Background: an optimization exercise with open tools, aiming at small area, a short achievable clock period and few clock cycles per item. Do not read the settings as production practice. Where RTL was checked, it was by simulation tests only, not by an equivalence proof against the original. Function not checked in runs 1 to 4: the RTL went through the layout flow alone.

==> flow/design.v <==
package matmul_pkg;
    localparam int DEF_DATA_WIDTH = 8;
    localparam int DEF_BUS_WIDTH  = 16;
    localparam int DEF_DIM        = 4;
endpackage
module pe_sat
#(
    parameter int DATA_WIDTH = 8,
    parameter int BUS_WIDTH  = 16
) (
    input  logic                  clk_i,
    input  logic                  clr_i,     
    input  logic                  load_i,    
    input  logic [BUS_WIDTH-1:0]  init_i,
    input  logic [3:0]            bo_one,    
    input  logic [3:0]            bo_two,
    input  logic [3:0]            bo_neg,
    input  logic [DATA_WIDTH-1:0] a_i,
    output logic [BUS_WIDTH-1:0]  acc_o,
    output logic                  flag_o
);
    logic [16:0] s_q, c_q, s_d, c_d;
    logic [16:0] sum;
    logic        overflow, flag_q, flag_d;
    logic [15:0] res, base;
    logic pp1, pp2, pp3, pp4, pp5, pp6, pp7, pp8, pp9, pp10, pp11, pp12, pp13, pp14, pp15, pp16, pp17, pp18, pp19, pp20, pp21, pp22, pp23, pp24, pp25, pp26, pp27, pp28, pp29, pp30, pp31, pp32, pp33, pp34, pp35, pp36, pp37, pp38, pp39, pp40, fs41, fc42, fs43, fc44, fs45, fc46, fs47, fc48, fs49, fc50, fs51, fc52, fs53, fc54, fs55, fc56, hs57, hc58, fs59, fc60, fs61, fc62, fs63, fc64, fs65, fc66, fs67, fc68, fs69, fc70, fs71, fc72, fs73, fc74, fs75, fc76, fs77, fc78, hs79, hc80, fs81, fc82, fs83, fc84, fs85, fc86, fs87, fc88, fs89, fc90, fs91, fc92, fs93, fc94, hs95, hc96, fs97, fc98, fs99, fc100, fs101, fc102, fs103, fc104, fs105, fc106, hs107, hc108, fs109, fc110, fs111, fc112, fs113, fc114, fs115, fc116, fs117, fc118;
    assign sum      = s_q + c_q;
    assign overflow = sum[16] != sum[15];
    assign res      = overflow ? {sum[16], {15{!sum[16]}}} : sum[15:0];
    assign acc_o    = res;
    assign flag_o   = flag_q || overflow;
    always_comb begin
        if (clr_i)       base = '0;
        else if (load_i) base = init_i;
        else             base = res;
    end
    assign flag_d = !(clr_i || load_i) && (flag_q || overflow);
    assign pp1 = ((bo_one[0] & a_i[0]) | (bo_two[0] & 1'b0)) ^ bo_neg[0];
    assign pp2 = ((bo_one[0] & a_i[1]) | (bo_two[0] & a_i[0])) ^ bo_neg[0];
    assign pp3 = ((bo_one[0] & a_i[2]) | (bo_two[0] & a_i[1])) ^ bo_neg[0];
    assign pp4 = ((bo_one[0] & a_i[3]) | (bo_two[0] & a_i[2])) ^ bo_neg[0];
    assign pp5 = ((bo_one[0] & a_i[4]) | (bo_two[0] & a_i[3])) ^ bo_neg[0];
    assign pp6 = ((bo_one[0] & a_i[5]) | (bo_two[0] & a_i[4])) ^ bo_neg[0];
    assign pp7 = ((bo_one[0] & a_i[6]) | (bo_two[0] & a_i[5])) ^ bo_neg[0];
    assign pp8 = ((bo_one[0] & a_i[7]) | (bo_two[0] & a_i[6])) ^ bo_neg[0];
    assign pp9 = ((bo_one[0] & a_i[7]) | (bo_two[0] & a_i[7])) ^ bo_neg[0];
    assign pp10 = ~pp9;
    assign pp11 = ((bo_one[1] & a_i[0]) | (bo_two[1] & 1'b0)) ^ bo_neg[1];
    assign pp12 = ((bo_one[1] & a_i[1]) | (bo_two[1] & a_i[0])) ^ bo_neg[1];
    assign pp13 = ((bo_one[1] & a_i[2]) | (bo_two[1] & a_i[1])) ^ bo_neg[1];
    assign pp14 = ((bo_one[1] & a_i[3]) | (bo_two[1] & a_i[2])) ^ bo_neg[1];
    assign pp15 = ((bo_one[1] & a_i[4]) | (bo_two[1] & a_i[3])) ^ bo_neg[1];
    assign pp16 = ((bo_one[1] & a_i[5]) | (bo_two[1] & a_i[4])) ^ bo_neg[1];
    assign pp17 = ((bo_one[1] & a_i[6]) | (bo_two[1] & a_i[5])) ^ bo_neg[1];
    assign pp18 = ((bo_one[1] & a_i[7]) | (bo_two[1] & a_i[6])) ^ bo_neg[1];
    assign pp19 = ((bo_one[1] & a_i[7]) | (bo_two[1] & a_i[7])) ^ bo_neg[1];
    assign pp20 = ~pp19;
    assign pp21 = ((bo_one[2] & a_i[0]) | (bo_two[2] & 1'b0)) ^ bo_neg[2];
    assign pp22 = ((bo_one[2] & a_i[1]) | (bo_two[2] & a_i[0])) ^ bo_neg[2];
    assign pp23 = ((bo_one[2] & a_i[2]) | (bo_two[2] & a_i[1])) ^ bo_neg[2];
    assign pp24 = ((bo_one[2] & a_i[3]) | (bo_two[2] & a_i[2])) ^ bo_neg[2];
    assign pp25 = ((bo_one[2] & a_i[4]) | (bo_two[2] & a_i[3])) ^ bo_neg[2];
    assign pp26 = ((bo_one[2] & a_i[5]) | (bo_two[2] & a_i[4])) ^ bo_neg[2];
    assign pp27 = ((bo_one[2] & a_i[6]) | (bo_two[2] & a_i[5])) ^ bo_neg[2];
    assign pp28 = ((bo_one[2] & a_i[7]) | (bo_two[2] & a_i[6])) ^ bo_neg[2];
    assign pp29 = ((bo_one[2] & a_i[7]) | (bo_two[2] & a_i[7])) ^ bo_neg[2];
    assign pp30 = ~pp29;
    assign pp31 = ((bo_one[3] & a_i[0]) | (bo_two[3] & 1'b0)) ^ bo_neg[3];
    assign pp32 = ((bo_one[3] & a_i[1]) | (bo_two[3] & a_i[0])) ^ bo_neg[3];
    assign pp33 = ((bo_one[3] & a_i[2]) | (bo_two[3] & a_i[1])) ^ bo_neg[3];
    assign pp34 = ((bo_one[3] & a_i[3]) | (bo_two[3] & a_i[2])) ^ bo_neg[3];
    assign pp35 = ((bo_one[3] & a_i[4]) | (bo_two[3] & a_i[3])) ^ bo_neg[3];
    assign pp36 = ((bo_one[3] & a_i[5]) | (bo_two[3] & a_i[4])) ^ bo_neg[3];
    assign pp37 = ((bo_one[3] & a_i[6]) | (bo_two[3] & a_i[5])) ^ bo_neg[3];
    assign pp38 = ((bo_one[3] & a_i[7]) | (bo_two[3] & a_i[6])) ^ bo_neg[3];
    assign pp39 = ((bo_one[3] & a_i[7]) | (bo_two[3] & a_i[7])) ^ bo_neg[3];
    assign pp40 = ~pp39;
    assign fs41 = bo_neg[0] ^ base[0] ^ pp1;
    assign fc42 = (bo_neg[0] & base[0]) | (bo_neg[0] & pp1) | (base[0] & pp1);
    assign fs43 = base[1] ^ pp2 ^ fc42;
    assign fc44 = (base[1] & pp2) | (base[1] & fc42) | (pp2 & fc42);
    assign fs45 = bo_neg[1] ^ base[2] ^ pp3;
    assign fc46 = (bo_neg[1] & base[2]) | (bo_neg[1] & pp3) | (base[2] & pp3);
    assign fs47 = pp11 ^ fs45 ^ fc44;
    assign fc48 = (pp11 & fs45) | (pp11 & fc44) | (fs45 & fc44);
    assign fs49 = base[3] ^ pp4 ^ pp12;
    assign fc50 = (base[3] & pp4) | (base[3] & pp12) | (pp4 & pp12);
    assign fs51 = fc46 ^ fs49 ^ fc48;
    assign fc52 = (fc46 & fs49) | (fc46 & fc48) | (fs49 & fc48);
    assign fs53 = bo_neg[2] ^ base[4] ^ pp5;
    assign fc54 = (bo_neg[2] & base[4]) | (bo_neg[2] & pp5) | (base[4] & pp5);
    assign fs55 = pp13 ^ pp21 ^ fc50;
    assign fc56 = (pp13 & pp21) | (pp13 & fc50) | (pp21 & fc50);
    assign hs57 = fs53 ^ fs55;
    assign hc58 = fs53 & fs55;
    assign fs59 = base[5] ^ pp6 ^ pp14;
    assign fc60 = (base[5] & pp6) | (base[5] & pp14) | (pp6 & pp14);
    assign fs61 = pp22 ^ fc54 ^ fs59;
    assign fc62 = (pp22 & fc54) | (pp22 & fs59) | (fc54 & fs59);
    assign fs63 = fc56 ^ fs61 ^ hc58;
    assign fc64 = (fc56 & fs61) | (fc56 & hc58) | (fs61 & hc58);
    assign fs65 = bo_neg[3] ^ base[6] ^ pp7;
    assign fc66 = (bo_neg[3] & base[6]) | (bo_neg[3] & pp7) | (base[6] & pp7);
    assign fs67 = pp15 ^ pp23 ^ pp31;
    assign fc68 = (pp15 & pp23) | (pp15 & pp31) | (pp23 & pp31);
    assign fs69 = fc60 ^ fs65 ^ fs67;
    assign fc70 = (fc60 & fs65) | (fc60 & fs67) | (fs65 & fs67);
    assign fs71 = fc62 ^ fs69 ^ fc64;
    assign fc72 = (fc62 & fs69) | (fc62 & fc64) | (fs69 & fc64);
    assign fs73 = base[7] ^ pp8 ^ pp16;
    assign fc74 = (base[7] & pp8) | (base[7] & pp16) | (pp8 & pp16);
    assign fs75 = pp24 ^ pp32 ^ fc66;
    assign fc76 = (pp24 & pp32) | (pp24 & fc66) | (pp32 & fc66);
    assign fs77 = fc68 ^ fs73 ^ fc70;
    assign fc78 = (fc68 & fs73) | (fc68 & fc70) | (fs73 & fc70);
    assign hs79 = fs75 ^ fs77;
    assign hc80 = fs75 & fs77;
    assign fs81 = ~(base[8] ^ pp10);
    assign fc82 = base[8] | pp10;
    assign fs83 = pp17 ^ pp25 ^ pp33;
    assign fc84 = (pp17 & pp25) | (pp17 & pp33) | (pp25 & pp33);
    assign fs85 = fc74 ^ fs81 ^ fs83;
    assign fc86 = (fc74 & fs81) | (fc74 & fs83) | (fs81 & fs83);
    assign fs87 = fc76 ^ fs85 ^ fc78;
    assign fc88 = (fc76 & fs85) | (fc76 & fc78) | (fs85 & fc78);
    assign fs89 = ~(base[9] ^ pp18);
    assign fc90 = base[9] | pp18;
    assign fs91 = pp26 ^ pp34 ^ fc82;
    assign fc92 = (pp26 & pp34) | (pp26 & fc82) | (pp34 & fc82);
    assign fs93 = fc84 ^ fs89 ^ fc86;
    assign fc94 = (fc84 & fs89) | (fc84 & fc86) | (fs89 & fc86);
    assign hs95 = fs91 ^ fs93;
    assign hc96 = fs91 & fs93;
    assign fs97 = base[10] ^ pp20 ^ pp27;
    assign fc98 = (base[10] & pp20) | (base[10] & pp27) | (pp20 & pp27);
    assign fs99 = pp35 ^ fc90 ^ fs97;
    assign fc100 = (pp35 & fc90) | (pp35 & fs97) | (fc90 & fs97);
    assign fs101 = fc92 ^ fs99 ^ fc94;
    assign fc102 = (fc92 & fs99) | (fc92 & fc94) | (fs99 & fc94);
    assign fs103 = ~(base[11] ^ pp28);
    assign fc104 = base[11] | pp28;
    assign fs105 = pp36 ^ fc98 ^ fs103;
    assign fc106 = (pp36 & fc98) | (pp36 & fs103) | (fc98 & fs103);
    assign hs107 = fc100 ^ fs105;
    assign hc108 = fc100 & fs105;
    assign fs109 = base[12] ^ pp30 ^ pp37;
    assign fc110 = (base[12] & pp30) | (base[12] & pp37) | (pp30 & pp37);
    assign fs111 = fc104 ^ fs109 ^ fc106;
    assign fc112 = (fc104 & fs109) | (fc104 & fc106) | (fs109 & fc106);
    assign fs113 = ~(base[13] ^ pp38);
    assign fc114 = base[13] | pp38;
    assign fs115 = fc110 ^ fs113 ^ fc112;
    assign fc116 = (fc110 & fs113) | (fc110 & fc112) | (fs113 & fc112);
    assign fs117 = base[14] ^ pp40 ^ fc114;
    assign fc118 = (base[14] & pp40) | (base[14] & fc114) | (pp40 & fc114);
    assign s_d[0] = fs41;
    assign c_d[0] = 1'b0;
    assign s_d[1] = fs43;
    assign c_d[1] = 1'b0;
    assign s_d[2] = fs47;
    assign c_d[2] = 1'b0;
    assign s_d[3] = fs51;
    assign c_d[3] = 1'b0;
    assign s_d[4] = fc52;
    assign c_d[4] = hs57;
    assign s_d[5] = fs63;
    assign c_d[5] = 1'b0;
    assign s_d[6] = fs71;
    assign c_d[6] = 1'b0;
    assign s_d[7] = fc72;
    assign c_d[7] = hs79;
    assign s_d[8] = hc80;
    assign c_d[8] = fs87;
    assign s_d[9] = fc88;
    assign c_d[9] = hs95;
    assign s_d[10] = hc96;
    assign c_d[10] = fs101;
    assign s_d[11] = fc102;
    assign c_d[11] = hs107;
    assign s_d[12] = hc108;
    assign c_d[12] = fs111;
    assign s_d[13] = fs115;
    assign c_d[13] = 1'b0;
    assign s_d[14] = fc116;
    assign c_d[14] = fs117;
    assign s_d[15] = ~base[15];
    assign c_d[15] = fc118;
    assign s_d[16] = 1'b1;
    assign c_d[16] = 1'b0;
    always_ff @(posedge clk_i) begin
        s_q    <= s_d;
        c_q    <= c_d;
        flag_q <= flag_d;
    end
endmodule
module matmul_engine
#(
    parameter int DATA_WIDTH = matmul_pkg::DEF_DATA_WIDTH,
    parameter int BUS_WIDTH  = matmul_pkg::DEF_BUS_WIDTH,
    parameter int DIM        = matmul_pkg::DEF_DIM
) (
    input  logic                          clk_i,
    input  logic                          rst_i,
    input  logic                          start_i,
    input  logic                          mode_i,
    input  logic [DIM*DATA_WIDTH-1:0]     a_col_i,
    input  logic [DIM*DATA_WIDTH-1:0]     b_row_i,
    input  logic                          op_valid_i,
    output logic                          op_ready_o,
    input  logic [DIM*DIM*BUS_WIDTH-1:0]  c_i,
    output logic [DIM*DIM*BUS_WIDTH-1:0]  m_o,
    output logic [DIM*DIM-1:0]            flags_o,
    output logic                          busy_o,
    output logic                          done_o,
    output logic [$clog2(DIM+1)-1:0]      beat_cnt_o
);
    localparam int CW = $clog2(DIM + 1);
    logic          busy_q, done_q;
    logic [CW-1:0] beat_cnt_q;
    logic          start_ok, accept, last;
    assign start_ok = start_i && !busy_q && !rst_i;
    assign accept   = op_valid_i && busy_q && !rst_i;
    assign last     = (beat_cnt_q == CW'(DIM - 1));
    always_ff @(posedge clk_i) begin
        if (rst_i) begin
            busy_q     <= 1'b0;
            done_q     <= 1'b0;
            beat_cnt_q <= '0;
        end else begin
            done_q <= accept && last;
            if (start_ok) begin
                busy_q     <= 1'b1;
                beat_cnt_q <= '0;
            end else if (accept) begin
                beat_cnt_q <= beat_cnt_q + CW'(1);
                if (last) busy_q <= 1'b0;
            end
        end
    end
    assign op_ready_o = busy_q;
    assign busy_o     = busy_q;
    assign done_o     = done_q;
    assign beat_cnt_o = beat_cnt_q;
    logic [3:0] bo_one [DIM];
    logic [3:0] bo_two [DIM];
    logic [3:0] bo_neg [DIM];
    for (genvar j = 0; j < DIM; j++) begin : g_booth
        logic [DATA_WIDTH:0] bx;
        assign bx = {b_row_i[j*DATA_WIDTH +: DATA_WIDTH], 1'b0};
        for (genvar k = 0; k < 4; k++) begin : g_digit
            logic hi, mid, lo;
            assign lo  = bx[2*k];
            assign mid = bx[2*k+1];
            assign hi  = bx[2*k+2];
            assign bo_one[j][k] = accept && (mid ^ lo);
            assign bo_two[j][k] = accept && ((hi && !mid && !lo) || (!hi && mid && lo));
            assign bo_neg[j][k] = hi;
        end
    end
    for (genvar i = 0; i < DIM; i++) begin : g_row
        for (genvar j = 0; j < DIM; j++) begin : g_col
            pe_sat #(
                .DATA_WIDTH (DATA_WIDTH),
                .BUS_WIDTH  (BUS_WIDTH)
            ) u_pe (
                .clk_i  (clk_i),
                .clr_i  (rst_i),
                .load_i (start_ok),
                .init_i (mode_i ? c_i[(i*DIM+j)*BUS_WIDTH +: BUS_WIDTH] : '0),
                .bo_one (bo_one[j]),
                .bo_two (bo_two[j]),
                .bo_neg (bo_neg[j]),
                .a_i    (a_col_i[i*DATA_WIDTH +: DATA_WIDTH]),
                .acc_o  (m_o[(i*DIM+j)*BUS_WIDTH +: BUS_WIDTH]),
                .flag_o (flags_o[i*DIM+j])
            );
        end
    end
endmodule
==> flow/flow/run.sh <==
#!/bin/bash
# The standard layout, with plain buf_1 cells as the input and output port
# buffers (every port still gets its own buffer). The make output goes to
# standard.log; ORFS's per-step logs stay under orfs/logs/.
set -euo pipefail
export BUFFER_PORTS_ARGS="-buffer_cell sky130_fd_sc_hd__buf_1"
bash standard.sh > standard.log 2>&1
==> flow/standard.sh <==
#!/bin/bash
# synth_recipe.tcl (not shown) runs the flow's synth.tcl, then flattens the netlist and writes it again
# the make line also repeats each setting of config.mk as NAME=value (left out here)
make -C /OpenROAD-flow-scripts/flow DESIGN_CONFIG=/design/flow/config.mk WORK_HOME=/design/flow/orfs CLKGATE_MAP_FILE= SYNTH_SCRIPT=/design/flow/synth_recipe.tcl "${@:-finish}"
==> flow/config.mk <==
export PLATFORM = sky130hd
export DESIGN_NAME = matmul_engine
export DESIGN_NICKNAME = matmul_engine
export VERILOG_FILES = /design/flow/design.v
export SDC_FILE = /design/flow/constraint.sdc
export NUM_CORES = 4
export LEC_CHECK = 0
export CAP_MARGIN = 20
export CORE_MARGIN = 2
export CORE_UTILIZATION = 40
export SETUP_SLACK_MARGIN = 1.7
export SLEW_MARGIN = 20
==> flow/constraint.sdc <==
create_clock -name core_clock -period 7.0 [get_ports {clk_i}]
set_input_delay 1.4000 -clock core_clock [delete_from_list [all_inputs] [get_ports {clk_i}]]
set_output_delay 1.4000 -clock core_clock [all_outputs]
set_load 0.01 [all_outputs]
==> flow_summary.yaml, run 1 <==
logic_synthesis:
  synth_ff_type: "dfxtp_1"
  synth-xor-area-share_pct: 10.5
  synth_edf_count: 0
  synth_top_family_by_area: "adder cells"
  synth_fp_nets: 6467
  syn_inst: 5372
  synth_seq_cells: 421
  synthAdderAreaFrac_pct: 28.6
  syn_area_sq_um: 46800
  ys_types: 99
  muxShareOfSynthArea_pct: 2.64
  syn_area_per_cell_sq_um: 8.71
  ys_seq_area_share_pct: 18.0
  async_flop_share_pct: 0
  yosysWarnings: 8
  synth_compound_area_share_pct: 22.3
  yosys.area_share.simple_pct: 9.11
global_routing:
  grtUsageMet3_pct: 5.69
  grt_pass1_wl_um: 255000
  grt-ovfl-total: 0
  grt_usage_pct: 27.7
  busiest_layer: "met2"
  met1_usage_pct: 33.0
  grt_use_met2_pct: 47.6
  grt_max_degree: 61
  first_global_vias: 41900
  antenna_found_initial: 17
cts:
  clock_latency_ns: 0.66
  cts_buffers: 56
  cts_tree: "yes"
  clockBufferDepth: 3
  cts_max_level: 2
  root_buffer: "clkbuf_16"
  cts.sinks: 421
  cts.clk_slew.worst_paths_ns: 0.06
detailed_routing:
  ant_nets: 0
  avgRoutedWirePerCell_um: 23.4
  firstDrtPassIters: 6
  drt_wl_total_um: 171000
  drcViolationCount: 0
  num_vias: 41300
  viasPerCell: 5.67
  drtIter0Drc: 3391
floorplanning:
  die_h_um: 346
  fp-row-count: 125
  io_pins: 603
  core_area_sq_um: 116000
  dieArea_sq_um: 120000
  die-width_um: 346
  start_util_pct: 40.3
timing:
  hold_viol: 0
  min_period_ns: 5.21
  fin_crit_sh_pct: 74.5
  rsz0062_at_grt: "no"
  slew_viol_final: 0
  setup_viol_count_final: 0
  fmax_ghz: 0.192
  fin_tns_setup_ns: 0
  fin_skew_ns: 0.0267
  hold-worst-slack_ns: 0.515
  worstMarginPinSlew_ns: 1.12
  slew_headroom_pct: 24.4
setup_path:
  cp.arrival_ns: 5.74
  crit_path_start_kind: "input port"
  cp_max_fo: 54
  r2r_cells: 17
  reg2reg_from: "g_row[2].g_col[0].u_pe.c_q[7]"
  regToRegSetupSlack_ns: 1.84
  r2r_end: "g_row[2].g_col[0].u_pe.s_q[6]"
  cp-endpoint: "g_row[2].g_col[0].u_pe.s_q[6]"
  crit_type: "input port to flip-flop"
  end_kind: "flip-flop"
  worstSetupStartpoint: "rst_i"
  critPathRequiredTime_ns: 7.53
layout:
  fin_util_pct: 45.2
  nets: 6814
  syn_to_final_growth_pct: 12.0
  drive_gt1_share_pct: 7.22
placed_design:
  hpwl_um: 130000
  gp_congestion: 0.924
  port_buffers: 602
hold_path:
  min_path_type: "flip-flop to flip-flop"
job:
  drv_cap: 0
outcome:
  status: "no timing/DRC/antenna violations"
## Yosys cell counts, types with 13 or more instances
library cell / n / share of area (%)
fa_1: 480 / 21
a211o_1: 16 / 0.30
buf_2: 25 / 0.27
nor3_1: 49 / 0.52
a21boi_0: 13 / 0.21
a22o_1: 56 / 1.0
nand2_1: 270 / 2.2
a221oi_1: 21 / 0.39
o21ai_0: 271 / 2.9
xor2_1: 117 / 2.2
mux2_2: 22 / 0.53
buf_4: 24 / 0.39
buf_1: 46 / 0.37
clkbuf_1: 335 / 2.7
a22oi_1: 455 / 7.3
xnor2_1: 446 / 8.3
nand4_1: 15 / 0.20
nand2b_1: 26 / 0.35
o31ai_1: 13 / 0.21
a31oi_1: 28 / 0.37
nor2b_1: 19 / 0.25
inv_1: 601 / 4.8
nor2_1: 395 / 3.2
dfxtp_1: 421 / 18
a2bb2oi_1: 94 / 1.8
ha_1: 290 / 7.8
a21oi_1: 203 / 2.2
nand3_1: 48 / 0.51
or3_1: 32 / 0.43
and3_1: 26 / 0.35
maj3_1: 13 / 0.28
a211oi_1: 25 / 0.40
o21bai_1: 33 / 0.53
mux2i_1: 94 / 2.0
a21o_1: 58 / 0.93
o31a_1: 14 / 0.26
and2_1: 32 / 0.43
o21a_1: 32 / 0.51
o21ai_1: 22 / 0.24
## state kept, by name, summed over array words and instances (netlist names)
register                 flops
busy_q                       1
g_row.g_col.u_pe.c_q       144
beat_cnt_q                   3
done_q                       1
g_row.g_col.u_pe.flag_q     16
g_row.g_col.u_pe.s_q       256
## routing by layer
metal  wire [um]  vias to the layer above
met2       83300                     1664
met4        8360                       28
met3       13100                      379
li1            -                    19000
met1       65800                    20300
met5         178                        -
## area by class of cell
class | count | area [sq um]
fillers | 11500 | 63600
multi-input cells | 3899 | 34500
flip-flops and latches | 421 | 8430
repair buffers | 731 | 3360
inverters | 610 | 2290
well taps | 1524 | 1910
clock buffers | 75 | 1600
clock inverters | 26 | 367
diodes | 3 | 7.51
## stage by stage
| stage | area, sq um | setup WS, ns | std cells |
|---|---|---|---|
| after floorplan | 46800 | 2.02 | 5372 |
| after detailed placement | 50400 | 1.21 | 7184 |
| final | 52400 | 1.79 | 7289 |
| after global placement | 50400 | 1.20 | 7184 |
| after CTS | 52400 | 1.81 | 7285 |
| after global routing | 52400 | 1.71 | 7287 |
## cells by family (layout without fill, tap and decap cells)
family                   count (synthesis)  after routing
XOR/XNOR                               563            563
AND/OR/NAND/NOR                        957            957
AO/OA/AOI/OAI                         1477           1477
adder cells (fa/ha/maj)                783            783
flip-flops                             421            421
multiplexers                           119            119
buffers and inverters                 1052           1442
other                                    0              3
## worst min-delay path by stage
stage	startpoint	depth (start not counted)	endpoint	slack, ns
2_1_floorplan	g_row[3].g_col[3].u_pe.flag_q	2	g_row[3].g_col[3].u_pe.flag_q	0.48
3_3_place_gp	g_row[0].g_col[1].u_pe.flag_q	2	g_row[0].g_col[1].u_pe.flag_q	0.49
3_5_place_dp	g_row[3].g_col[3].u_pe.flag_q	2	g_row[3].g_col[3].u_pe.flag_q	0.50
4_1_cts	g_row[3].g_col[3].u_pe.flag_q	2	g_row[3].g_col[3].u_pe.flag_q	0.52
5_1_grt	beat_cnt_q[2]	2	beat_cnt_q[2]	0.54
6_report	g_row[0].g_col[1].u_pe.flag_q	2	g_row[0].g_col[1].u_pe.flag_q	0.51
## layout by cell type, fill, tap and decap left out, drive strengths merged, types with 28 or more instances in the layout
cell	n
dfxtp	421
a22o	57
o21a	32
or3	35
buf	684
o21ai	294
clkbuf	122
nand3	48
nor2	395
inv	611
fa	480
a21o	58
a21oi	203
a31oi	28
nand2	270
a22oi	457
ha	290
a2bb2oi	101
xor2	117
xnor2	446
and2	33
nor3	50
o21bai	34
mux2i	95
a211oi	33
## critical path: stages
cell and delay, ns:
clkbuf_2 0.13, buf_4 0.39, nor3b_2 0.14, nor2_4 0.40
buf_12 0.28, nand2_1 0.25, o21ai_0 0.60, fa_1 0.30
inv_1 0.06, fa_1 0.46, inv_1 0.07, ha_1 0.13
inv_1 0.05, fa_1 0.41, inv_1 0.09, fa_1 0.38
## repair_timing
action                                 4_1_cts  5_1_grt
setup endpoints to repair                    0        9
endpoints found under the hold margin        0        0
gates resized for setup                      0        7
hold buffers                                 0        0
setup buffers                                0        1
==> run 2, diff against run 1 <==
--- a/flow/config.mk
+++ b/flow/config.mk
@@ -8,5 +8,5 @@
 export CAP_MARGIN = 20
 export CORE_MARGIN = 2
 export CORE_UTILIZATION = 40
-export SETUP_SLACK_MARGIN = 1.7
+export SETUP_SLACK_MARGIN = 2.6
 export SLEW_MARGIN = 20
==> run 2 against run 1 <==
Net effect:
- critical path depth down 6
- worst hold slack worse by 0.0037 ns
- flip-flop and latch count unchanged
- critical path type is now flip-flop to output port
- critical endpoint is now m_o[238]
==> flow_summary.yaml, run 2 <==
setup_path:
  end_kind: "output port"
  regToRegSetupSlack_ns: 2.41
  r2r_end: "g_row[2].g_col[1].u_pe.s_q[6]"
  path_cells: "ha_4 > a21o_1 > a2111oi_4 > a211oi_4 > or3_4 > mux2i_4 > buf_4 > buf_6 > a21oi_2 > buf_2"
  max_stage_delay_ns: 0.46
  reg2reg_from: "g_row[2].g_col[1].u_pe.c_q[10]"
  r2r_cells: 13
  critPathRequiredTime_ns: 5.60
  crit_type: "flip-flop to output port"
  cp-endpoint: "m_o[238]"
  cp_max_fo: 5
  crit_path_start_kind: "flip-flop"
  worstSetupStartpoint: "g_row[3].g_col[2].u_pe.s_q[9]"
  cp.arrival_ns: 3.24
  worst_path_max_delay_cell: "a2111oi_4"
timing:
  slew_viol_final: 0
  fin_tns_setup_ns: 0
  hold_viol: 0
  fmax_ghz: 0.216
  slew_headroom_pct: 30.7
  hold-worst-slack_ns: 0.511
  setup_viol_count_final: 0
  rsz0062_at_grt: "yes"
  worstMarginPinSlew_ns: 1.04
  min_period_ns: 4.64
  fin_crit_sh_pct: 66.3
  fin_skew_ns: 0.0353
detailed_routing:
  ant_nets: 0
  drt_wl_total_um: 195000
  num_vias: 44800
  drcViolationCount: 0
  viasPerCell: 5.84
  drtIter0Drc: 3777
  firstDrtPassIters: 8
  avgRoutedWirePerCell_um: 25.4
job:
  drv_cap: 0
logic_synthesis:
  post-synth-top-area-cell: "fa_1"
  synth_edf_count: 0
  synth.most_common_cell: "inv_1"
  syn_area_sq_um: 46800
  ys_types: 99
  ys_seq_area_share_pct: 18.0
  synthTopCellsByCount: "inv_1, fa_1, a22oi_1"
  synthDominantCellAreaShare_pct: 20.5
  synth_ff_type: "dfxtp_1"
  async_flop_share_pct: 0
  syn_area_per_cell_sq_um: 8.71
  yosysWarnings: 8
  netlist_top_cells_area: "fa_1, dfxtp_1, xnor2_1"
  syn_inst: 5372
  synth_seq_cells: 421
  synth_fp_nets: 6467
cts:
  cts.sinks: 421
  cts.clk_slew.worst_paths_ns: 0.07
  cts_max_level: 2
  root_buffer: "clkbuf_16"
  clockBufferDepth: 3
  holdBufCountCts: 0
  clock_latency_ns: 0.68
  cts_buffers: 54
  cts_tree: "yes"
layout:
  largest_registers: "g_row.g_col.u_pe.s_q (256), g_row.g_col.u_pe.c_q (144), g_row.g_col.u_pe.flag_q (16)"
  syn_to_final_growth_pct: 31.6
  largest_reg_flops: 256
  nets: 7204
  final_cell_mix: "inv_1, a22oi_1, xnor2_1"
  layout_commonest_cell: "inv_1"
  final_area_sq_um: 61600
  top_register: "g_row.g_col.u_pe.s_q"
  drive_gt1_share_pct: 28.5
global_routing:
  antenna_found_initial: 21
  grt_max_degree: 66
  grt-ovfl-total: 0
  grt_usage_pct: 30.9
  grt_pass1_wl_um: 281000
  first_global_vias: 44800
placed_design:
  hpwl_um: 132000
  postPlaceCellArea_sq_um: 50700
  gp_congestion: 0.914
  port_buffers: 602
floorplanning:
  start_util_pct: 40.3
  dieArea_sq_um: 120000
  die_h_um: 346
  io_pins: 603
  core_area_sq_um: 116000
  die-width_um: 346
  fp-row-count: 125
hold_path:
  min_path_type: "flip-flop to flip-flop"
outcome:
  status: "no timing/DRC/antenna violations"
run 2: cell counts after synthesis:
No cell type changed its count.
run 2: final cells by class:
cell class,instances,area [sq um]
Clock buffer,71,1510
Timing Repair inverter,1,5.00
Inverter,610,2310
Sequential cell,421,8500
Fill cell,10600,54500
Timing Repair Buffer,1092,7610
Tap cell,1524,1910
Multi-Input combinational cell,3929,39300
Clock inverter,29,405
Antenna cell,6,15.0
run 2: worst min-delay path by stage:
stage,slack (ns),from,cells past startpoint,to
finish,0.51,beat_cnt_q[2],2,beat_cnt_q[2]
global route,0.55,beat_cnt_q[2],2,beat_cnt_q[2]
CTS,0.51,beat_cnt_q[2],2,beat_cnt_q[2]
detailed placement,0.50,beat_cnt_q[2],2,beat_cnt_q[2]
global placement,0.48,beat_cnt_q[1],2,beat_cnt_q[1]
floorplan,0.48,g_row[3].g_col[3].u_pe.flag_q,2,g_row[3].g_col[3].u_pe.flag_q
run 2: what timing repair did:
item	CTS	global route
endpoints found under the setup margin	515	417
gates resized for setup	676	697
pin swaps	211	286
buffers inserted	237	129
cloned	35	5
run 2: cells by family after synthesis:
logic type               Yosys count  share of synthesized area, %
XOR/XNOR                         563                          10.5
flip-flops                       421                          18.0
adder cells (fa/ha/maj)          783                          28.6
AO/OA/AOI/OAI                   1477                          22.3
AND/OR/NAND/NOR                  957                          9.11
multiplexers                     119                          2.64
buffers and inverters           1052                          8.78
run 2: critical path: cells and delay by family, from the launching register on:
kind | cells | cell delay [ns]
AO/OA/AOI/OAI | 4 | 0.86
AND/OR/NAND/NOR | 1 | 0.44
buffers and inverters | 3 | 0.42
flip-flops | 1 | 0.37
multiplexers | 1 | 0.26
adder cells (fa/ha/maj) | 1 | 0.21
run 2: layer usage:
metal | routed length [um] | up-vias | track usage, %
met5 | 159 | - | 0
met1 | 75600 | 22200 | 38.1
met4 | 13000 | 24 | 16.8
met2 | 91000 | 2214 | 51.1
met3 | 15200 | 600 | 5.64
li1 | - | 19800 | -
run 2: through the flow:
step | util, % | cells | setup WS, ns
finish | 53.0 | 7683 | 2.36
global route | 53.0 | 7683 | 2.29
CTS | 49.8 | 7543 | 2.29
detailed placement | 43.7 | 7171 | 1.25
global placement | 43.7 | 7171 | 1.30
floorplan | - | 5372 | 2.57
==> run 3, diff against run 2 <==
==> flow/flow/run.sh (replaced) <==
#!/bin/bash
# The standard layout with two changes to how it is made:
# - plain buf_1 cells as the input and output port buffers (every port still
#   gets its own buffer);
# - yosys synth without its internal "abc -fast" pre-mapping (-noabc), so
#   that the adder extraction sees the full-adder tree as written. Registers
#   and their names are the same as in the standard synthesis.
# The make output goes to standard.log; ORFS's per-step logs stay under
# orfs/logs/.
set -euo pipefail
export BUFFER_PORTS_ARGS="-buffer_cell sky130_fd_sc_hd__buf_1"
export SYNTH_ARGS="-noabc"
bash standard.sh > standard.log 2>&1
--- a/flow/config.mk
+++ b/flow/config.mk
@@ -8,5 +8,5 @@
 export CAP_MARGIN = 20
 export CORE_MARGIN = 2
 export CORE_UTILIZATION = 40
-export SETUP_SLACK_MARGIN = 2.6
+export SETUP_SLACK_MARGIN = 2.3
 export SLEW_MARGIN = 20
==> run 3 against run 2 <==
Net effect:
- global-route usage decreased by 3.8 points
- clock-buffer cell count shrank 6
- cell count fell by 9.5%
- clock skew fell by 0.016 ns
- synthesized cell count shrank 8.8%
- critical endpoint is now m_o[72]
- worst setup slack better by 0.0034 ns
- register-to-register slack worse by 0.03 ns
- via count is 11% lower
- worst hold slack worse by 0.0042 ns
- final area is 13% lower
==> flow_summary.yaml, run 3 <==
outcome:
  status: "no timing/DRC/antenna violations"
logic_synthesis:
  syn_area_sq_um: 45500
  synthDominantCellAreaShare_pct: 21.8
  synth.most_common_cell: "fa_1"
  yosysWarnings: 8
  post-synth-top-area-cell: "fa_1"
  synth_seq_cells: 421
  synth_ff_type: "dfxtp_1"
  syn_inst: 4900
  synth_fp_nets: 6027
  ys_types: 95
  async_flop_share_pct: 0
  netlist_top_cells_area: "fa_1, dfxtp_1, ha_1"
  ys_seq_area_share_pct: 18.5
  synth_edf_count: 0
  synthTopCellsByCount: "fa_1, dfxtp_1, xnor2_1"
  syn_area_per_cell_sq_um: 9.29
timing:
  slew_viol_final: 0
  fin_tns_setup_ns: 0
  rsz0062_at_grt: "yes"
  min_period_ns: 4.64
  slew_headroom_pct: 23.4
  fin_skew_ns: 0.0189
  hold_viol: 0
  worstMarginPinSlew_ns: 1.15
  fmax_ghz: 0.216
  fin_crit_sh_pct: 66.2
  setup_viol_count_final: 0
floorplanning:
  fp-row-count: 123
  io_pins: 603
  die_h_um: 341
  start_util_pct: 40.4
  die-width_um: 341
  core_area_sq_um: 113000
  dieArea_sq_um: 116000
detailed_routing:
  firstDrtPassIters: 6
  drt_wl_total_um: 163000
  avgRoutedWirePerCell_um: 23.4
  num_vias: 39900
  drtIter0Drc: 3265
  ant_nets: 0
  viasPerCell: 5.74
  drcViolationCount: 0
setup_path:
  reg2reg_from: "g_row[2].g_col[0].u_pe.c_q[9]"
  end_kind: "output port"
  cp.arrival_ns: 3.24
  crit_type: "flip-flop to output port"
  path_cells: "ha_1 > a41o_1 > nand4_1 > a21boi_1 > o41ai_4 > buf_4 > mux2i_2 > buf_4 > o21ai_0 > buf_1"
  critPathRequiredTime_ns: 5.60
  worst_path_max_delay_cell: "o21ai_0"
  crit_path_start_kind: "flip-flop"
  cp_max_fo: 11
  worstSetupStartpoint: "g_row[1].g_col[0].u_pe.c_q[7]"
  r2r_end: "g_row[2].g_col[0].u_pe.s_q[6]"
  critPathTopFamily: "compound AO/OA/AOI/OAI gates"
  critPathMostFrequentCell: "buf_4"
  r2r_cells: 14
  worst-path-buf-inv: 3
  regToRegSetupSlack_ns: 2.38
  max_stage_delay_ns: 0.43
global_routing:
  first_global_vias: 39800
  grt-ovfl-total: 0
  antenna_found_initial: 11
  grt_usage_pct: 27.1
  grt_pass1_wl_um: 243000
  grt_max_degree: 116
layout:
  fin_util_pct: 47.3
  fin_cells: 6953
  nets: 6532
  final_cell_mix: "buf_1, fa_1, dfxtp_1"
  layout_commonest_cell: "buf_1"
  largest_registers: "g_row.g_col.u_pe.s_q (256), g_row.g_col.u_pe.c_q (144), g_row.g_col.u_pe.flag_q (16)"
  syn_to_final_growth_pct: 17.2
  drive_gt1_share_pct: 11.7
  largest_reg_flops: 256
  top_register: "g_row.g_col.u_pe.s_q"
hold_path:
  min_path_type: "flip-flop to flip-flop"
  hold_start: "g_row[3].g_col[2].u_pe.flag_q"
  hold_depth: 2
  whs_endpoint: "g_row[3].g_col[2].u_pe.flag_q"
job:
  drv_cap: 0
cts:
  cts.sinks: 421
  root_buffer: "clkbuf_16"
  clock_latency_ns: 0.67
  clockBufferDepth: 3
  cts.clk_slew.worst_paths_ns: 0.06
  cts_tree: "yes"
  cts_max_level: 2
  cts_buffers: 54
placed_design:
  gp_congestion: 0.904
  port_buffers: 602
  hpwl_um: 116000
  dp_cells: 6698
==> run 3: cell types whose count changed in the layout (fill, tap and decap cells not counted), sizes merged, moves of 51 or more <==
cell     previous run  this run
a22o               60       121
a22oi             457       378
buf              1016       806
o21ai             295       361
nor2              407       145
a221o              10       100
a21oi             204       132
a2bb2oi           101         7
nand2             271       322
inv               613       381
==> run 3: logic make-up after synthesis <==
kind of cell / after synthesis / synth area share, %
flops: 421 / 18.5
fa+ha+maj: 802 / 30.2
mux: 139 / 3.19
compound gates: 1406 / 22.1
xor+xnor: 582 / 11.2
simple gates: 766 / 7.99
buf+inv: 784 / 6.73
==> run 3: repair_timing <==
| item | in CTS | in global routing |
|---|---|---|
| buffers inserted | 60 | 65 |
| pin swaps | 31 | 44 |
| hold buffers | 0 | 0 |
| cloned | 23 | 3 |
| setup endpoints to repair | 272 | 202 |
| gates resized for setup | 68 | 122 |
==> run 3: area by class of cell <==
class                      instances  area (sq um)
antenna                            5          12.5
clock buffer                      65          1460
clock inverter                    34           467
fill                           11000         59300
inverter                         373          1400
multi-input combinational       3718         35100
sequential                       421          8430
tap                             1500          1880
timing repair buffer             837          4530
==> run 3: worst max path at each step <==
stage / endpoint / cells after the start
finish: m_o[72] / 10
global route: m_o[155] / 8
CTS: g_row[2].g_col[3].u_pe.c_q[8] / 11
detailed placement: g_row[1].g_col[3].u_pe.s_q[6] / 10
global placement: g_row[0].g_col[3].u_pe.s_q[6] / 10
floorplan: g_row[1].g_col[0].u_pe.s_q[6] / 13
==> run 3: stage by stage <==
stage / setup WS [ns] / cell area, sq um / hold slack [ns]
after CTS: 2.28 / 52200 / 0.514
after floorplan: 2.30 / 45900 / 0.479
after detailed placement: 1.14 / 49200 / 0.502
after global routing: 2.26 / 53300 / 0.528
final: 2.36 / 53300 / 0.507
after global placement: 1.21 / 49200 / 0.488
==> run 3: worst min-delay path: stages, from the launching register on <==
cell     delay [ns]
dfxtp_1        0.31
nor2_1         0.05
a21oi_1        0.12
==> run 3: per-layer routing <==
layer	wire length [um]	part of all wire, %	GRT usage (%)
met1	68900	42	36.1
met2	76300	47	44.5
met3	11800	7.3	4.17
met4	5830	3.6	9.81
met5	104	0.064	0
==> run 4, diff against run 3 <==
--- a/flow/config.mk
+++ b/flow/config.mk
@@ -5,8 +5,9 @@
 export SDC_FILE = /design/flow/constraint.sdc
 export NUM_CORES = 4
 export LEC_CHECK = 0
+export ABC_AREA = 1
 export CAP_MARGIN = 20
 export CORE_MARGIN = 2
 export CORE_UTILIZATION = 40
-export SETUP_SLACK_MARGIN = 2.3
+export SETUP_SLACK_MARGIN = 2.7
 export SLEW_MARGIN = 20
==> run 4 against run 3 <==
Net effect:
- register-to-register slack better by 0.39 ns
- global-route usage up 0.48 points
- synthesized cell count rose by 18%
- synthesized area rose by 0.24%
- via count increased by 2.6%
==> flow_summary.yaml, run 4 <==
global_routing:
  grt_usage_pct: 27.6
  grt_pass1_wl_um: 246000
  first_global_vias: 40700
  grt_max_degree: 86
  antenna_found_initial: 17
  grt-ovfl-total: 0
setup_path:
  critPathTopFamily: "adder cells"
  critPathRequiredTime_ns: 7.51
  crit_path_start_kind: "input port"
  worst_path_max_delay_cell: "fa_1"
  crit_type: "input port to flip-flop"
  path_cells: "clkbuf_2 > nand2_8 > nor2_8 > buf_4 > buf_12 > nand2_2 > inv_1 > nand2_1 > ha_1 > inv_1 > fa_2 > fa_2 > fa_2 > fa_1"
  worst-path-buf-inv: 5
  cp_max_fo: 9
  regToRegSetupSlack_ns: 2.77
  cp.arrival_ns: 4.85
  max_stage_delay_ns: 0.47
  critPathMostFrequentCell: "fa_2"
  end_kind: "flip-flop"
timing:
  hold_viol: 0
  slew_headroom_pct: 28.3
  hold-worst-slack_ns: 0.514
  worstMarginPinSlew_ns: 1.07
  slew_viol_final: 0
  rsz0062_at_grt: "yes"
  fin_tns_setup_ns: 0
  fin_crit_sh_pct: 62.0
  fin_skew_ns: 0.0302
  fmax_ghz: 0.231
  setup_viol_count_final: 0
  min_period_ns: 4.34
cts:
  cts_buffers: 56
  cts.clk_slew.worst_paths_ns: 0.06
  root_buffer: "clkbuf_16"
  cts.sinks: 421
  clockBufferDepth: 3
  holdBufCountCts: 0
  clock_latency_ns: 0.66
  cts_tree: "yes"
  cts_max_level: 2
logic_synthesis:
  synth_ff_type: "dfxtp_1"
  synthTopCellsByCount: "nand2_1, xor2_1, inv_1"
  syn_inst: 5778
  synth.most_common_cell: "nand2_1"
  synthDominantCellAreaShare_pct: 21.8
  async_flop_share_pct: 0
  syn_area_sq_um: 45600
  synth_seq_cells: 421
  netlist_top_cells_area: "fa_1, dfxtp_1, nand2_1"
  synth_fp_nets: 6905
  syn_area_per_cell_sq_um: 7.90
  yosysWarnings: 8
  synth_edf_count: 0
  ys_types: 35
  ys_seq_area_share_pct: 18.5
  post-synth-top-area-cell: "fa_1"
detailed_routing:
  avgRoutedWirePerCell_um: 21.4
  firstDrtPassIters: 5
  drcViolationCount: 0
  drt_wl_total_um: 168000
  drtIter0Drc: 2663
  ant_nets: 0
  viasPerCell: 5.22
  num_vias: 41000
layout:
  fin_util_pct: 47.5
  layout_commonest_cell: "nand2_1"
  nets: 7418
  fillers: 11300
  drive_gt1_share_pct: 10.7
  largest_reg_flops: 256
  final_cell_mix: "nand2_1, xor2_1, inv_1"
  top_register: "g_row.g_col.u_pe.s_q"
  largest_registers: "g_row.g_col.u_pe.s_q (256), g_row.g_col.u_pe.c_q (144), g_row.g_col.u_pe.flag_q (16)"
  syn_to_final_growth_pct: 17.5
floorplanning:
  start_util_pct: 40.4
  io_pins: 603
  fp-row-count: 123
  dieArea_sq_um: 117000
  die-width_um: 342
  core_area_sq_um: 113000
  die_h_um: 342
placed_design:
  gp_congestion: 0.919
  port_buffers: 602
  hpwl_um: 125000
job:
  drv_cap: 0
hold_path:
  min_path_type: "flip-flop to flip-flop"
outcome:
  status: "no timing/DRC/antenna violations"
-- run 4: cell count changes in the layout (fill, tap and decap cells not counted), sizes merged, moves of 99 or more --
cell | before | now
mux2i | 99 | 0
o21ai | 361 | 37
xnor2 | 416 | 34
o22ai | 20 | 449
inv | 381 | 627
xor2 | 166 | 634
a22o | 121 | 0
a22oi | 378 | 0
nand2 | 322 | 1697
a221o | 100 | 0
-- run 4: kinds of logic (layout without fill, tap and decap cells) --
group                      after synthesis  count (layout)  synth area share [%]
AOI/OAI and AO/OA                      761             767                  11.0
other                                    0               5                     0
DFF                                    421             421                  18.5
and+or+nand+nor                       2142            2148                  18.7
xor gates and xnor gates               668             668                  12.8
adders and majority gates              802             802                  30.2
buffers and inverters                  984            1530                  8.85
-- run 4: layout make-up --
class	instances	area (sq um)	area share, %
multi-input cells	4385	34800	64.9
flip-flops and latches	421	8430	15.7
repair buffers	792	4160	7.76
inverters	628	2420	4.51
well taps	1500	1880	3.50
clock buffers	76	1590	2.96
clock inverters	27	304	0.567
repair inverters	7	51.3	0.0957
diodes	5	12.5	0.0233
-- run 4: path summary, 6_finish.rpt --
path                                       from                       endpoint  cells after the start
setup / recovery                     op_valid_i  g_row[2].g_col[0].u_pe.s_q[3]                     14
hold / removal    g_row[3].g_col[2].u_pe.flag_q  g_row[3].g_col[2].u_pe.flag_q                      3
setup reg to reg  g_row[1].g_col[1].u_pe.c_q[4]  g_row[1].g_col[1].u_pe.s_q[6]                     17
hold reg to reg   g_row[3].g_col[2].u_pe.flag_q  g_row[3].g_col[2].u_pe.flag_q                      3
-- run 4: what timing repair did --
action                     4_1_cts  5_1_grt
cloned                          10       11
gates resized for setup         89      148
pin swaps                       13       24
setup buffers                   26       68
setup endpoints to repair      378      247
-- run 4: worst min-delay path, cell delays in order (launching register included) --
cell     delay [ns]
dfxtp_1        0.30
or2_2          0.10
nand2_1        0.04
inv_1          0.04
-- run 4: routing by layer --
layer  vias to the layer above  routed length (um)  track usage [%]
met5                         -                  52                0
met4                        10                6380             9.87
met3                       299               11800             4.41
met2                      1557               80600             47.1
met1                     19800               69200             35.1
li1                      19300                   -                -
-- run 4: stage by stage --
step	instances	cell area, sq um	setup WS, ns
floorplan	5778	46400	2.65
global placement	7617	49600	1.37
detailed placement	7617	49600	1.30
CTS	7756	52200	2.66
global route	7838	53600	2.61
finish	7841	53600	2.66
==> run 5, diff against run 4 <==
--- a/flow/design.v
+++ b/flow/design.v
@@ -23,7 +23,7 @@
     logic [16:0] sum;
     logic        overflow, flag_q, flag_d;
     logic [15:0] res, base;
-    logic pp1, pp2, pp3, pp4, pp5, pp6, pp7, pp8, pp9, pp10, pp11, pp12, pp13, pp14, pp15, pp16, pp17, pp18, pp19, pp20, pp21, pp22, pp23, pp24, pp25, pp26, pp27, pp28, pp29, pp30, pp31, pp32, pp33, pp34, pp35, pp36, pp37, pp38, pp39, pp40, fs41, fc42, fs43, fc44, fs45, fc46, fs47, fc48, fs49, fc50, fs51, fc52, fs53, fc54, fs55, fc56, hs57, hc58, fs59, fc60, fs61, fc62, fs63, fc64, fs65, fc66, fs67, fc68, fs69, fc70, fs71, fc72, fs73, fc74, fs75, fc76, fs77, fc78, hs79, hc80, fs81, fc82, fs83, fc84, fs85, fc86, fs87, fc88, fs89, fc90, fs91, fc92, fs93, fc94, hs95, hc96, fs97, fc98, fs99, fc100, fs101, fc102, fs103, fc104, fs105, fc106, hs107, hc108, fs109, fc110, fs111, fc112, fs113, fc114, fs115, fc116, fs117, fc118;
+    logic pp1, pp2, pp3, pp4, pp5, pp6, pp7, pp8, pp9, pp10, pp11, pp12, pp13, pp14, pp15, pp16, pp17, pp18, pp19, pp20, pp21, pp22, pp23, pp24, pp25, pp26, pp27, pp28, pp29, pp30, pp31, pp32, pp33, pp34, pp35, pp36, pp37, pp38, pp39, pp40, fs41, fc42, fs43, fc44, fs45, fc46, fs47, fc48, fs49, fc50, hs51, hc52, fs53, fc54, fs55, fc56, fs57, fc58, fs59, fc60, fs61, fc62, hs63, hc64, fs65, fc66, fs67, fc68, fs69, fc70, hs71, hc72, fs73, fc74, fs75, fc76, fs77, fc78, hs79, hc80, fs81, fc82, fs83, fc84, fs85, fc86, fs87, fc88, fs89, fc90, fs91, fc92, fs93, fc94, hs95, hc96, fs97, fc98, fs99, fc100, fs101, fc102, fs103, fc104, fs105, fc106, hs107, hc108, fs109, fc110, fs111, fc112, fs113, fc114, hs115, hc116, fs117, fc118;
     assign sum      = s_q + c_q;
     assign overflow = sum[16] != sum[15];
     assign res      = overflow ? {sum[16], {15{!sum[16]}}} : sum[15:0];
@@ -85,36 +85,36 @@
     assign fc48 = (pp11 & fs45) | (pp11 & fc44) | (fs45 & fc44);
     assign fs49 = base[3] ^ pp4 ^ pp12;
     assign fc50 = (base[3] & pp4) | (base[3] & pp12) | (pp4 & pp12);
-    assign fs51 = fc46 ^ fs49 ^ fc48;
-    assign fc52 = (fc46 & fs49) | (fc46 & fc48) | (fs49 & fc48);
+    assign hs51 = fc46 ^ fs49;
+    assign hc52 = fc46 & fs49;
     assign fs53 = bo_neg[2] ^ base[4] ^ pp5;
     assign fc54 = (bo_neg[2] & base[4]) | (bo_neg[2] & pp5) | (base[4] & pp5);
     assign fs55 = pp13 ^ pp21 ^ fc50;
     assign fc56 = (pp13 & pp21) | (pp13 & fc50) | (pp21 & fc50);
-    assign hs57 = fs53 ^ fs55;
-    assign hc58 = fs53 & fs55;
+    assign fs57 = fs53 ^ hc52 ^ fs55;
+    assign fc58 = (fs53 & hc52) | (fs53 & fs55) | (hc52 & fs55);
     assign fs59 = base[5] ^ pp6 ^ pp14;
     assign fc60 = (base[5] & pp6) | (base[5] & pp14) | (pp6 & pp14);
     assign fs61 = pp22 ^ fc54 ^ fs59;
     assign fc62 = (pp22 & fc54) | (pp22 & fs59) | (fc54 & fs59);
-    assign fs63 = fc56 ^ fs61 ^ hc58;
-    assign fc64 = (fc56 & fs61) | (fc56 & hc58) | (fs61 & hc58);
+    assign hs63 = fc56 ^ fs61;
+    assign hc64 = fc56 & fs61;
     assign fs65 = bo_neg[3] ^ base[6] ^ pp7;
     assign fc66 = (bo_neg[3] & base[6]) | (bo_neg[3] & pp7) | (base[6] & pp7);
     assign fs67 = pp15 ^ pp23 ^ pp31;
     assign fc68 = (pp15 & pp23) | (pp15 & pp31) | (pp23 & pp31);
     assign fs69 = fc60 ^ fs65 ^ fs67;
     assign fc70 = (fc60 & fs65) | (fc60 & fs67) | (fs65 & fs67);
-    assign fs71 = fc62 ^ fs69 ^ fc64;
-    assign fc72 = (fc62 & fs69) | (fc62 & fc64) | (fs69 & fc64);
+    assign hs71 = fc62 ^ fs69;
+    assign hc72 = fc62 & fs69;
     assign fs73 = base[7] ^ pp8 ^ pp16;
     assign fc74 = (base[7] & pp8) | (base[7] & pp16) | (pp8 & pp16);
     assign fs75 = pp24 ^ pp32 ^ fc66;
     assign fc76 = (pp24 & pp32) | (pp24 & fc66) | (pp32 & fc66);
     assign fs77 = fc68 ^ fs73 ^ fc70;
     assign fc78 = (fc68 & fs73) | (fc68 & fc70) | (fs73 & fc70);
-    assign hs79 = fs75 ^ fs77;
-    assign hc80 = fs75 & fs77;
+    assign hs79 = fs75 ^ hc72;
+    assign hc80 = fs75 & hc72;
     assign fs81 = ~(base[8] ^ pp10);
     assign fc82 = base[8] | pp10;
     assign fs83 = pp17 ^ pp25 ^ pp33;
@@ -149,8 +149,8 @@
     assign fc112 = (fc104 & fs109) | (fc104 & fc106) | (fs109 & fc106);
     assign fs113 = ~(base[13] ^ pp38);
     assign fc114 = base[13] | pp38;
-    assign fs115 = fc110 ^ fs113 ^ fc112;
-    assign fc116 = (fc110 & fs113) | (fc110 & fc112) | (fs113 & fc112);
+    assign hs115 = fc110 ^ fs113;
+    assign hc116 = fc110 & fs113;
     assign fs117 = base[14] ^ pp40 ^ fc114;
     assign fc118 = (base[14] & pp40) | (base[14] & fc114) | (pp40 & fc114);
     assign s_d[0] = fs41;
@@ -159,15 +159,15 @@
     assign c_d[1] = 1'b0;
     assign s_d[2] = fs47;
     assign c_d[2] = 1'b0;
-    assign s_d[3] = fs51;
-    assign c_d[3] = 1'b0;
-    assign s_d[4] = fc52;
-    assign c_d[4] = hs57;
-    assign s_d[5] = fs63;
-    assign c_d[5] = 1'b0;
-    assign s_d[6] = fs71;
-    assign c_d[6] = 1'b0;
-    assign s_d[7] = fc72;
+    assign s_d[3] = fc48;
+    assign c_d[3] = hs51;
+    assign s_d[4] = fs57;
+    assign c_d[4] = 1'b0;
+    assign s_d[5] = fc58;
+    assign c_d[5] = hs63;
+    assign s_d[6] = hc64;
+    assign c_d[6] = hs71;
+    assign s_d[7] = fs77;
     assign c_d[7] = hs79;
     assign s_d[8] = hc80;
     assign c_d[8] = fs87;
@@ -179,9 +179,9 @@
     assign c_d[11] = hs107;
     assign s_d[12] = hc108;
     assign c_d[12] = fs111;
-    assign s_d[13] = fs115;
-    assign c_d[13] = 1'b0;
-    assign s_d[14] = fc116;
+    assign s_d[13] = fc112;
+    assign c_d[13] = hs115;
+    assign s_d[14] = hc116;
     assign c_d[14] = fs117;
     assign s_d[15] = ~base[15];
     assign c_d[15] = fc118;
==> flow/flow/run.sh (replaced) <==
#!/bin/bash
# The standard layout, with plain buf_1 cells as the input and output port
# buffers (every port still gets its own buffer). The make output goes to
# standard.log; ORFS's per-step logs stay under orfs/logs/.
set -euo pipefail
export BUFFER_PORTS_ARGS="-buffer_cell sky130_fd_sc_hd__buf_1"
bash standard.sh > standard.log 2>&1
--- a/flow/config.mk
+++ b/flow/config.mk
@@ -5,9 +5,8 @@
 export SDC_FILE = /design/flow/constraint.sdc
 export NUM_CORES = 4
 export LEC_CHECK = 0
-export ABC_AREA = 1
 export CAP_MARGIN = 20
 export CORE_MARGIN = 2
 export CORE_UTILIZATION = 40
-export SETUP_SLACK_MARGIN = 2.7
+export SETUP_SLACK_MARGIN = 2.0
 export SLEW_MARGIN = 20
==> run 5 against run 4 <==
Net effect:
- first-iteration DRC count increased by 45%
- largest cell class unchanged
- via count increased by 1.3%
- highest routed layer unchanged
- critical path type is now flip-flop to output port
==> flow_summary.yaml, run 5 <==
logic_synthesis:
  syn_area_per_cell_sq_um: 8.97
  synth.most_common_cell: "xnor2_1"
  synth_ff_type: "dfxtp_1"
  yosysWarnings: 8
  post-synth-top-area-cell: "dfxtp_1"
  syn_area_sq_um: 47900
  netlist_top_cells_area: "dfxtp_1, fa_1, xnor2_1"
  syn_inst: 5339
  synth_edf_count: 0
  ys_seq_area_share_pct: 19.6
  synth_fp_nets: 6482
  synthTopCellsByCount: "xnor2_1, inv_1, a22oi_1"
  synth_seq_cells: 469
  synthDominantCellAreaShare_pct: 19.6
  ys_types: 91
  async_flop_share_pct: 0
layout:
  nets: 6839
  final_cell_mix: "buf_1, xnor2_1, inv_1"
  drive_gt1_share_pct: 7.44
  largest_registers: "g_row.g_col.u_pe.s_q (256), g_row.g_col.u_pe.c_q (192), g_row.g_col.u_pe.flag_q (16)"
  largest_reg_flops: 256
  syn_to_final_growth_pct: 13.0
  layout_commonest_cell: "buf_1"
  fin_cells: 7351
  top_register: "g_row.g_col.u_pe.s_q"
floorplanning:
  core_area_sq_um: 118000
  dieArea_sq_um: 122000
  io_pins: 603
  die-width_um: 350
  fp-row-count: 126
  start_util_pct: 40.4
  die_h_um: 350
cts:
  root_buffer: "clkbuf_16"
  cts.clk_slew.worst_paths_ns: 0.06
  cts_tree: "yes"
  cts_buffers: 61
  holdBufCountCts: 0
  clockBufferDepth: 3
  cts.sinks: 469
  clock_latency_ns: 0.69
  cts_max_level: 2
global_routing:
  antenna_found_initial: 14
  first_global_vias: 40200
  grt_usage_pct: 26.4
  grt_max_degree: 68
  grt_pass1_wl_um: 248000
  grt-ovfl-total: 0
detailed_routing:
  num_vias: 41500
  drtIter0Drc: 3874
  ant_nets: 0
  firstDrtPassIters: 6
  viasPerCell: 5.64
  drt_wl_total_um: 167000
  drcViolationCount: 0
  avgRoutedWirePerCell_um: 22.7
setup_path:
  cp.arrival_ns: 3.49
  cp_max_fo: 11
  r2r_cells: 15
  crit_path_start_kind: "flip-flop"
  regToRegSetupSlack_ns: 2.22
  end_kind: "output port"
  crit_type: "flip-flop to output port"
  critPathRequiredTime_ns: 5.60
hold_path:
  hold_depth: 2
  min_path_type: "flip-flop to flip-flop"
placed_design:
  port_buffers: 602
  hpwl_um: 127000
  dp_cells: 7218
  gp_congestion: 0.916
timing:
  fin_skew_ns: 0.0313
  rsz0062_at_grt: "no"
  slew_viol_final: 0
  slew_headroom_pct: 29.0
  fmax_ghz: 0.205
  fin_tns_setup_ns: 0
  fin_crit_sh_pct: 69.8
  worstMarginPinSlew_ns: 1.06
  min_period_ns: 4.89
  hold_viol: 0
  setup_viol_count_final: 0
job:
  drv_cap: 0
outcome:
  status: "no timing/DRC/antenna violations"
## run 5: layout make-up
cell class                      instances  area, sq um
Clock inverter                         23          390
Timing Repair Buffer                  722         3340
Sequential cell                       469         9390
Clock buffer                           86         1780
Multi-Input combinational cell       3893        35100
Inverter                              549         2070
Antenna cell                            9         22.5
Fill cell                           11600        64300
Tap cell                             1600         2000
## run 5: worst max-delay path, stage by stage (launching register included)
cell and delay (ns):
dfxtp_1 0.30, ha_1 0.25, ha_1 0.25, a211oi_2 0.27, o21ai_1 0.12, a31oi_2 0.28, o31ai_1 0.11, xor2_1 0.16
buf_4 0.22, nand2_1 0.15, a21oi_1 0.47, buf_1 0.20
## run 5: metrics by stage
stage	area (sq um)	hold slack, ns	worst slack (ns)	utilization [%]
after CTS	53800	0.473	1.99	45.4
final	54100	0.470	2.11	45.7
after global routing	54100	0.480	1.99	45.7
after floorplan	47900	0.445	2.17	-
after detailed placement	51400	0.462	0.839	43.4
after global placement	51400	0.457	0.913	43.4
## run 5: cell families (layout without fill, tap and decap cells)
kind of cell	count (synthesis)	count (layout)	synth area share, %
buffers and inverters	978	1380	7.95
AO/OA/AOI/OAI	1497	1497	21.7
adder cells (fa/ha/maj)	884	884	29.5
AND/OR/NAND/NOR	771	772	7.16
XOR/XNOR	603	603	11.1
multiplexers	137	137	2.93
flip-flops	469	469	19.6
other	0	9	0
## run 5: worst paths after layout
path	startpoint	endpoint
setup / recovery	g_row[1].g_col[1].u_pe.c_q[3]	m_o[94]
hold / removal	g_row[3].g_col[3].u_pe.flag_q	g_row[3].g_col[3].u_pe.flag_q
setup reg to reg	g_row[3].g_col[2].u_pe.c_q[5]	g_row[3].g_col[2].u_pe.c_q[8]
hold reg to reg	g_row[3].g_col[3].u_pe.flag_q	g_row[3].g_col[3].u_pe.flag_q
## run 5: layer usage
layer  part of all wire (%)  up-vias  global-route usage, %
li1                       -    19100                      -
met1                     43    20300                   36.1
met5                  0.031        -                      0
met4                    3.6        8                   9.33
met2                     45     1778                   41.5
met3                    8.1      277                   4.93
## run 5: repair_timing
action	in CTS	in global routing
pin swaps	1	8
cloned	0	1
setup endpoints to repair	188	164
gates resized for setup	26	43
hold endpoints to repair	0	0
setup buffers	5	9
Testbench counts of run 5, summed over its fixed seeds: cycles 8,008, items 1,600.

==> static timing again, ports no longer ideal <==
The results above use ideal ports. As a check the final layouts listed here were re-extracted and re-timed, cells and wires unchanged. Step 1 sets driving cells, clkbuf_16 on the clock port and buf_2 on the other inputs (assumed; they add their load-dependent delay and slew). Step 2 times the ports against the registers' clock, not the clock port: input delays grow and output delays shrink by t, the midpoint of the rising clock arrivals with the driver on. Slacks: no drivers / after step 1 / after step 2; pairs: no drivers / after step 1.
run | t, ns | setup slack, ns | hold WS [ns] | worst register clock-pin slew, ns | worst slew at a driven data input, ns
run 1 | 0.724 | 1.785 / 1.733 / 1.030 | 0.515 / 0.515 / 0.515 | 0.07 / 0.07 | 0.16
run 2 | 0.739 | 2.361 / 2.286 / 1.830 | 0.511 / 0.511 / 0.511 | 0.07 / 0.07 | 0.20
run 3 | 0.728 | 2.364 / 2.290 / 1.707 | 0.507 / 0.507 / 0.507 | 0.07 / 0.07 | 0.16
run 4 | 0.714 | 2.662 / 2.665 / 1.951 | 0.514 / 0.514 / 0.514 | 0.07 / 0.07 | 0.22
run 5 | 0.740 | 2.114 / 2.043 / 1.493 | 0.470 / 0.470 / 0.470 | 0.07 / 0.07 | 0.20
After both steps every run listed still meets setup and hold. For run 1, which loses most, drivers alone change the setup slack by -0.052 ns; drivers and shift together by -0.755 ns.
